Context: an optimization exercise on an open-source flow, tuned for small area, a short achievable clock period and few clock cycles per item. The choices shown serve that exercise and are no tape-out recipe. RTL that was checked went through simulation tests only; none was proved equivalent to the original.

==> flow/design.v (excerpt) <==
module tpu_top (
    input  logic               clk,
    input  logic               rst_n,
    input  logic               start_valid,
    input  logic               host_we,
    input  tpu_pkg::bank_sel_t host_bank,
    input  tpu_pkg::addr_t     host_addr,
    input  tpu_pkg::word_t     host_wdata,
    output logic               start_ready,
    output logic               busy,
    output logic               done,
    output tpu_pkg::word_t     host_rdata
);
For scale: roughly 45 I/O pins.
export LEC_CHECK = 0
export ABC_AREA = 1
export CAP_MARGIN = 20
export CORE_MARGIN = 2
export CORE_UTILIZATION = 50
export CTS_BUF_LIST = sky130_fd_sc_hd__clkbuf_16
export CTS_CLUSTER_DIAMETER = 120
export CTS_CLUSTER_SIZE = 22
export SETUP_SLACK_MARGIN = 3.5
export SLEW_MARGIN = 20
export TNS_END_PERCENT = 0
create_clock -name core_clock -period 7.5 [get_ports {clk}]
standard.sh (not shown) runs the stock make flow with config.mk's settings and CLKGATE_MAP_FILE= SYNTH_SCRIPT=/design/flow/synth_recipe.tcl, a recipe that flattens the netlist after the stock synthesis.
==> flow/flow/run.sh <==
#!/bin/bash
# The standard layout (the standard.sh, synthesis included, unchanged),
# except that the port buffers are buf_4 cells: the default pick is a slow
# delay cell that repair_timing cannot swap out (footprint matching), and it
# sits on the host_addr -> host_rdata read path. Make's full output goes to
# flow_make.log here; each ORFS step also keeps its own log under orfs/logs.
set -euo pipefail
bash standard.sh BUFFER_PORTS_ARGS="-buffer_cell sky130_fd_sc_hd__buf_4" finish > flow_make.log 2>&1
Testbench counts at the start, summed over its fixed seeds: cycles 20,480, items 320.
==> next run, changes <==
SETUP_SLACK_MARGIN = 3.0   (was 3.5)
Maximum frequency goes up by 3.2%.
Final cell count barely changes.
Cell area goes up by 0.99%.
First-iteration DRC count goes up by 0.98%.
Flip-flop and latch count is unchanged.
Synthesized cell count is unchanged.
Die area is unchanged.
Non-clock buffer count goes up by 7.
Setup slack improves by 0.15 ns.

* * *

alpha:
Another version of the RTL of tpu_top (not shown whole).
Size in the first run: roughly 4300 cells after synthesis, about 36000 um2 of cells after synthesis.
==> flow/config.mk <==
export PLATFORM = sky130hd
export DESIGN_NAME = tpu_top
export DESIGN_NICKNAME = tpu_top
export VERILOG_FILES = /design/flow/design.v
export SDC_FILE = /design/flow/constraint.sdc
export NUM_CORES = 4
export LEC_CHECK = 0
export ABC_AREA = 1
export CAP_MARGIN = 20
export CORE_MARGIN = 2
export CORE_UTILIZATION = 40
export CTS_BUF_LIST = sky130_fd_sc_hd__clkbuf_16
export CTS_CLUSTER_DIAMETER = 120
export CTS_CLUSTER_SIZE = 22
export SETUP_SLACK_MARGIN = 2.8
export SLEW_MARGIN = 20
export TNS_END_PERCENT = 0
==> flow/constraint.sdc <==
create_clock -name core_clock -period 7.5 [get_ports {clk}]
set_input_delay 1.5000 -clock core_clock [delete_from_list [all_inputs] [get_ports {clk}]]
set_output_delay 1.5000 -clock core_clock [all_outputs]
set_load 0.01 [all_outputs]
Scripts as last shown in full above: flow/flow/run.sh
Testbench counts of alpha, summed over its fixed seeds: cycles 20,480, items 320.
## Diff of input files: beta against alpha
- a change of CORE_UTILIZATION from 40 to 60
Notes after the runs:
- Diff alpha -> beta: register-to-register slack rose 0.09 ns.
- Looking only at worst reg2reg path depth, and setting everything else aside, the higher value of beta and alpha goes to beta.
- Compared with alpha, beta shows via count that has gone up by a few percent.
- When beta is measured against alpha, its worst-path maximum fanout turns out 6 lower.
- Run comparison: alpha highest-delay cell along the critical path nor3_1; beta highest-delay cell along the critical path o21bai_1
- | clock latency on the worst-skew pair | higher: alpha |
- Looking at beta and alpha, the final design area excluding fillers is a wash.
- A last element of the critical path of host_rdata[5] is what alpha shows, while host_rdata[2] belongs to beta.
- [beta] setup slack rose 0.098 ns relative to alpha
- Taking alpha as the reference, in beta die area dropped 33%; clock-pin slew on the worst setup and hold paths has remained practically unchanged; worst-case hold slack went up by 0.0059 ns.
Changes in gamma relative to beta:
- changing CORE_UTILIZATION from 60 to 50
Notes after the runs:
The final layouts of beta and gamma pass the timing, design-rule and antenna checks.
Going from beta to gamma, flip-flop and latch area has remained practically unchanged.
beta ended up with o21bai_1 as its master of the slowest instance on the critical path; gamma ended up with nor2_2.
--- input diff gamma..delta ---
- changing SETUP_SLACK_MARGIN from 2.8 to 2.9
### Flow results
Changes observed in delta relative to gamma: met1 layer wirelength in the final routing essentially unchanged, total detailed-routing wirelength went up.
Depth of the worst register-to-register path ends up lower on gamma.
delta gives more share of the core filled with cells than gamma did.
delta vs. gamma: met3 track demand over resource in global routing stayed essentially flat; first-pass GRT wire length rose by about 0.43%.
Combined global-route utilization of all metal layers (lower): gamma

* * *

tpu_top, a different RTL version from the one above (not shown whole).
For scale: roughly 38000 um2 of cells after synthesis.
export LEC_CHECK = 0
export ABC_AREA = 1
export CAP_MARGIN = 20
export CORE_MARGIN = 2
export CORE_UTILIZATION = 60
export CTS_BUF_LIST = sky130_fd_sc_hd__clkbuf_8
export CTS_CLUSTER_SIZE = 25
export SETUP_SLACK_MARGIN = 2.5
export SLEW_MARGIN = 20
create_clock -name core_clock -period 7.5 [get_ports {clk}]
run.sh (not shown) runs the stock make flow with config.mk's settings and CLKGATE_MAP_FILE= SYNTH_SCRIPT=/design/flow/synth_recipe.tcl, a recipe that flattens the netlist after the stock synthesis.
Stock flow here: none of the scripts above is used.
The baseline finished with timing, DRC and antenna clean.
Rerun with:
==> flow/flow/run.sh (new file) <==
#!/bin/bash
# The standard layout (the standard.sh, synthesis included, unchanged),
# except that the port buffers are buf_4 cells: the default pick is a slow
# delay cell that repair_timing cannot swap out (footprint matching), and it
# sits on the host_addr -> host_rdata read path. Make's full output goes to
# flow_make.log here; each ORFS step also keeps its own log under orfs/logs.
set -euo pipefail
bash standard.sh BUFFER_PORTS_ARGS="-buffer_cell sky130_fd_sc_hd__buf_4" finish > flow_make.log 2>&1
==> flow/standard.sh (new file) <==
#!/bin/bash
# synth_recipe.tcl (not shown) runs the flow's synth.tcl, then flattens the netlist and writes it again
# the make line also repeats each setting of config.mk as NAME=value (left out here)
make -C /OpenROAD-flow-scripts/flow DESIGN_CONFIG=/design/flow/config.mk WORK_HOME=/design/flow/orfs CLKGATE_MAP_FILE= SYNTH_SCRIPT=/design/flow/synth_recipe.tcl "${@:-finish}"
removed: flow/run.sh
=>
- cell area shrinks by 1.6%
- setup slack is better by 0.063 ns
- synthesized area stays the same
- cell count shrinks by 0.63%
- routed wire length hardly moves
- maximum frequency grows by 1.3%
- clock skew is about the same
Rerun with:
CORE_UTILIZATION = 50   (was 60)
CTS_BUF_LIST = sky130_fd_sc_hd__clkbuf_16   (was sky130_fd_sc_hd__clkbuf_8)
CTS_CLUSTER_DIAMETER = 120   (was not set)
CTS_CLUSTER_SIZE = 22   (was 25)
SETUP_SLACK_MARGIN = 3.0   (was 2.5)
TNS_END_PERCENT = 0   (was not set)
Outcome:
- The new run passed the timing, design-rule and antenna checks
- first-iteration DRC count goes down by a few percent
- wire length rose by a few percent
- worst hold slack is better by 0.014 ns
- flip-flop and latch count stays the same
- global-route usage went down by 5.5 points
- critical path depth rose by 1
- clock skew is about the same
- non-clock buffer count came out higher by 33
- die area increases by about a fifth
- setup slack gets better by 0.13 ns
Rerun with:
CTS_BUF_LIST = sky130_fd_sc_hd__clkbuf_8   (was sky130_fd_sc_hd__clkbuf_16)
CTS_CLUSTER_DIAMETER = not set   (was 120)
CTS_CLUSTER_SIZE = 25   (was 22)
What happened: The changed run passed the timing, design-rule and antenna checks. Sequential share of layout area goes down by 1.0 points. Clock skew came out higher by 0.024 ns. Design area went up by a few percent. Final cell count rises by a few percent. Worst hold slack is worse by 0.0067 ns. Clock-buffer cell count is higher by 105. Global-route usage went up by 0.37 points. Area after synthesis does not change. Die area stays the same.
Rerun with:
==> flow/run.sh (new file) <==
#!/bin/bash
# synth_recipe.tcl (not shown) runs the flow's synth.tcl, then flattens the netlist and writes it again
# the make line also repeats each setting of config.mk as NAME=value (left out here)
make -C /OpenROAD-flow-scripts/flow DESIGN_CONFIG=/design/flow/config.mk WORK_HOME=/design/flow/orfs CLKGATE_MAP_FILE= SYNTH_SCRIPT=/design/flow/synth_recipe.tcl finish
ABC_AREA = not set   (was 1)
CORE_UTILIZATION = 60   (was 50)
CTS_BUF_LIST = not set   (was sky130_fd_sc_hd__clkbuf_8)
CTS_CLUSTER_SIZE = not set   (was 25)
SETUP_SLACK_MARGIN = 2.5   (was 3.0)
TNS_END_PERCENT = not set   (was 0)
removed: flow/flow/run.sh
removed: flow/standard.sh
Worst setup slack is worse by 0.18 ns.
Cell area went up by a few percent.
Final cell count went down by roughly a tenth.
Via count went up slightly.
Function was not checked in any run of this note: the RTL went through the layout flow alone.

* * *

zinc:
tpu_top with an RTL version that a note above also has.
Size in the first run: roughly 4300 cells after synthesis, ~650 flip-flops, about 45 I/O pins, about 36000 um2 of cells after synthesis.
==> flow/config.mk <==
export PLATFORM = sky130hd
export DESIGN_NAME = tpu_top
export DESIGN_NICKNAME = tpu_top
export VERILOG_FILES = /design/flow/design.v
export SDC_FILE = /design/flow/constraint.sdc
export NUM_CORES = 4
export LEC_CHECK = 0
export ABC_AREA = 1
export CAP_MARGIN = 20
export CORE_MARGIN = 2
export CORE_UTILIZATION = 50
export CTS_BUF_LIST = sky130_fd_sc_hd__clkbuf_16
export CTS_CLUSTER_DIAMETER = 120
export CTS_CLUSTER_SIZE = 22
export SETUP_SLACK_MARGIN = 2.7
export SLEW_MARGIN = 20
export TNS_END_PERCENT = 0
==> flow/constraint.sdc <==
create_clock -name core_clock -period 7.5 [get_ports {clk}]
set_input_delay 1.5000 -clock core_clock [delete_from_list [all_inputs] [get_ports {clk}]]
set_output_delay 1.5000 -clock core_clock [all_outputs]
set_load 0.01 [all_outputs]
standard.sh (not shown) runs the stock make flow with config.mk's settings and CLKGATE_MAP_FILE= SYNTH_SCRIPT=/design/flow/synth_recipe.tcl, a recipe that flattens the netlist after the stock synthesis.
==> flow/flow/run.sh <==
#!/bin/bash
# The standard layout (the standard.sh, synthesis included, unchanged),
# except that the port buffers are buf_4 cells: the default pick is a slow
# delay cell that repair_timing cannot swap out (footprint matching), and it
# sits on the host_addr -> host_rdata read path. Make's full output goes to
# flow_make.log here; each ORFS step also keeps its own log under orfs/logs.
set -euo pipefail
bash standard.sh BUFFER_PORTS_ARGS="-buffer_cell sky130_fd_sc_hd__buf_4" finish > flow_make.log 2>&1
Testbench counts of zinc, summed over its fixed seeds: cycles 20,480, items 320.
For tundra, these inputs were changed with respect to zinc:
- SETUP_SLACK_MARGIN changed from 2.7 to 2.8
==> flow/run.sh (new file) <==
#!/bin/bash
# synth_recipe.tcl (not shown) runs the flow's synth.tcl, then flattens the netlist and writes it again
# the make line also repeats each setting of config.mk as NAME=value (left out here)
make -C /OpenROAD-flow-scripts/flow DESIGN_CONFIG=/design/flow/config.mk WORK_HOME=/design/flow/orfs CLKGATE_MAP_FILE= SYNTH_SCRIPT=/design/flow/synth_recipe.tcl finish
removed: flow/flow/run.sh
removed: flow/standard.sh
--- outcome ---
There was hardly any difference in combined flip-flop and latch cell area between tundra and zinc.
The more densely filled core belongs to tundra, not zinc.
tundra — sequential share of cell area 0.91 points lower, zinc as reference
zinc → tundra: fraction of final layout cells with drive strength greater than 1 climbed 0.62 points; worst hold slack roughly the same.
Against zinc, tundra comes in 2.0% higher on total wirelength of the detailed-routed design.
zinc -> tundra: global-route wire length before repair increased by a few percent
Inputs modified between tundra and juniper:
- swapping 2.8 for 3.0 in SETUP_SLACK_MARGIN
==> flow/flow/run.sh (new file) <==
#!/bin/bash
# The standard layout (the standard.sh, synthesis included, unchanged),
# except that the port buffers are buf_4 cells: the default pick is a slow
# delay cell that repair_timing cannot swap out (footprint matching), and it
# sits on the host_addr -> host_rdata read path. Make's full output goes to
# flow_make.log here; each ORFS step also keeps its own log under orfs/logs.
set -euo pipefail
bash standard.sh BUFFER_PORTS_ARGS="-buffer_cell sky130_fd_sc_hd__buf_4" finish > flow_make.log 2>&1
==> flow/standard.sh (new file) <==
#!/bin/bash
# synth_recipe.tcl (not shown) runs the flow's synth.tcl, then flattens the netlist and writes it again
# the make line also repeats each setting of config.mk as NAME=value (left out here)
make -C /OpenROAD-flow-scripts/flow DESIGN_CONFIG=/design/flow/config.mk WORK_HOME=/design/flow/orfs CLKGATE_MAP_FILE= SYNTH_SCRIPT=/design/flow/synth_recipe.tcl "${@:-finish}"
removed: flow/run.sh
[summary]
The number of placed instances, taps included was comparable across tundra and juniper. Compared with tundra, in juniper number of buffers other than clock buffers in the final layout saw an increase; layout clock buffer count saw little to no change.

-- afterwards: timing with drivers on the ports --
No port has a modelled driver above. Below, the same layouts with a new extraction and two added sets of constraints.
Step 1 assumes that a clkbuf_16 drives the clock port and a buf_2 every other input.
Step 2 adds t to the input delays and takes it off the output delays; t is the mean of the earliest and latest rising clock arrival at the registers after step 1. Input paths then give back, and output paths get back, about the clock's delay inside the block.
a / b / c = ideal / step 1 / step 2; a / b = the first two.
| run | t (ns) | setup WS [ns] | worst setup path after step 2 | cell pins on the clock port's net |
|---|---|---|---|---|
| the first run of note 1 | 0.683 | 2.629 / 2.558 / 2.558 | input to output | 1 |
| the second run of note 1 | 0.668 | 2.781 / 2.699 / 2.699 | input to output | 1 |
| alpha | 0.686 | 2.557 / 2.476 / 2.476 | input to output | 1 |
| beta | 0.655 | 2.655 / 2.618 / 2.618 | input to output | 1 |
| gamma | 0.674 | 2.643 / 2.598 / 2.598 | input to output | 1 |
| delta | 0.677 | 2.659 / 2.613 / 2.613 | input to output | 1 |
| the first run of note 3 | 0.819 | 2.455 / 2.420 / 2.420 | input to output | 1 |
| the second run of note 3 | 0.816 | 2.518 / 2.476 / 2.476 | input to output | 1 |
| the third run of note 3 | 0.674 | 2.647 / 2.590 / 2.590 | input to output | 1 |
| the fourth run of note 3 | 0.830 | 2.599 / 2.528 / 2.528 | input to output | 1 |
| the fifth run of note 3 | 0.692 | 2.424 / 2.177 / 2.177 | input to output | 1 |
| zinc | 0.675 | 2.588 / 2.541 / 2.541 | input to output | 1 |
| tundra | 0.669 | 2.690 / 2.626 / 2.626 | input to output | 1 |
| juniper | 0.676 | 2.742 / 2.670 / 2.670 | input to output | 1 |
After both steps every run listed still meets setup and hold. The setup slack of the fifth run of note 3, which loses most, moves by -0.247 ns with the drivers and by -0.247 ns with both steps.
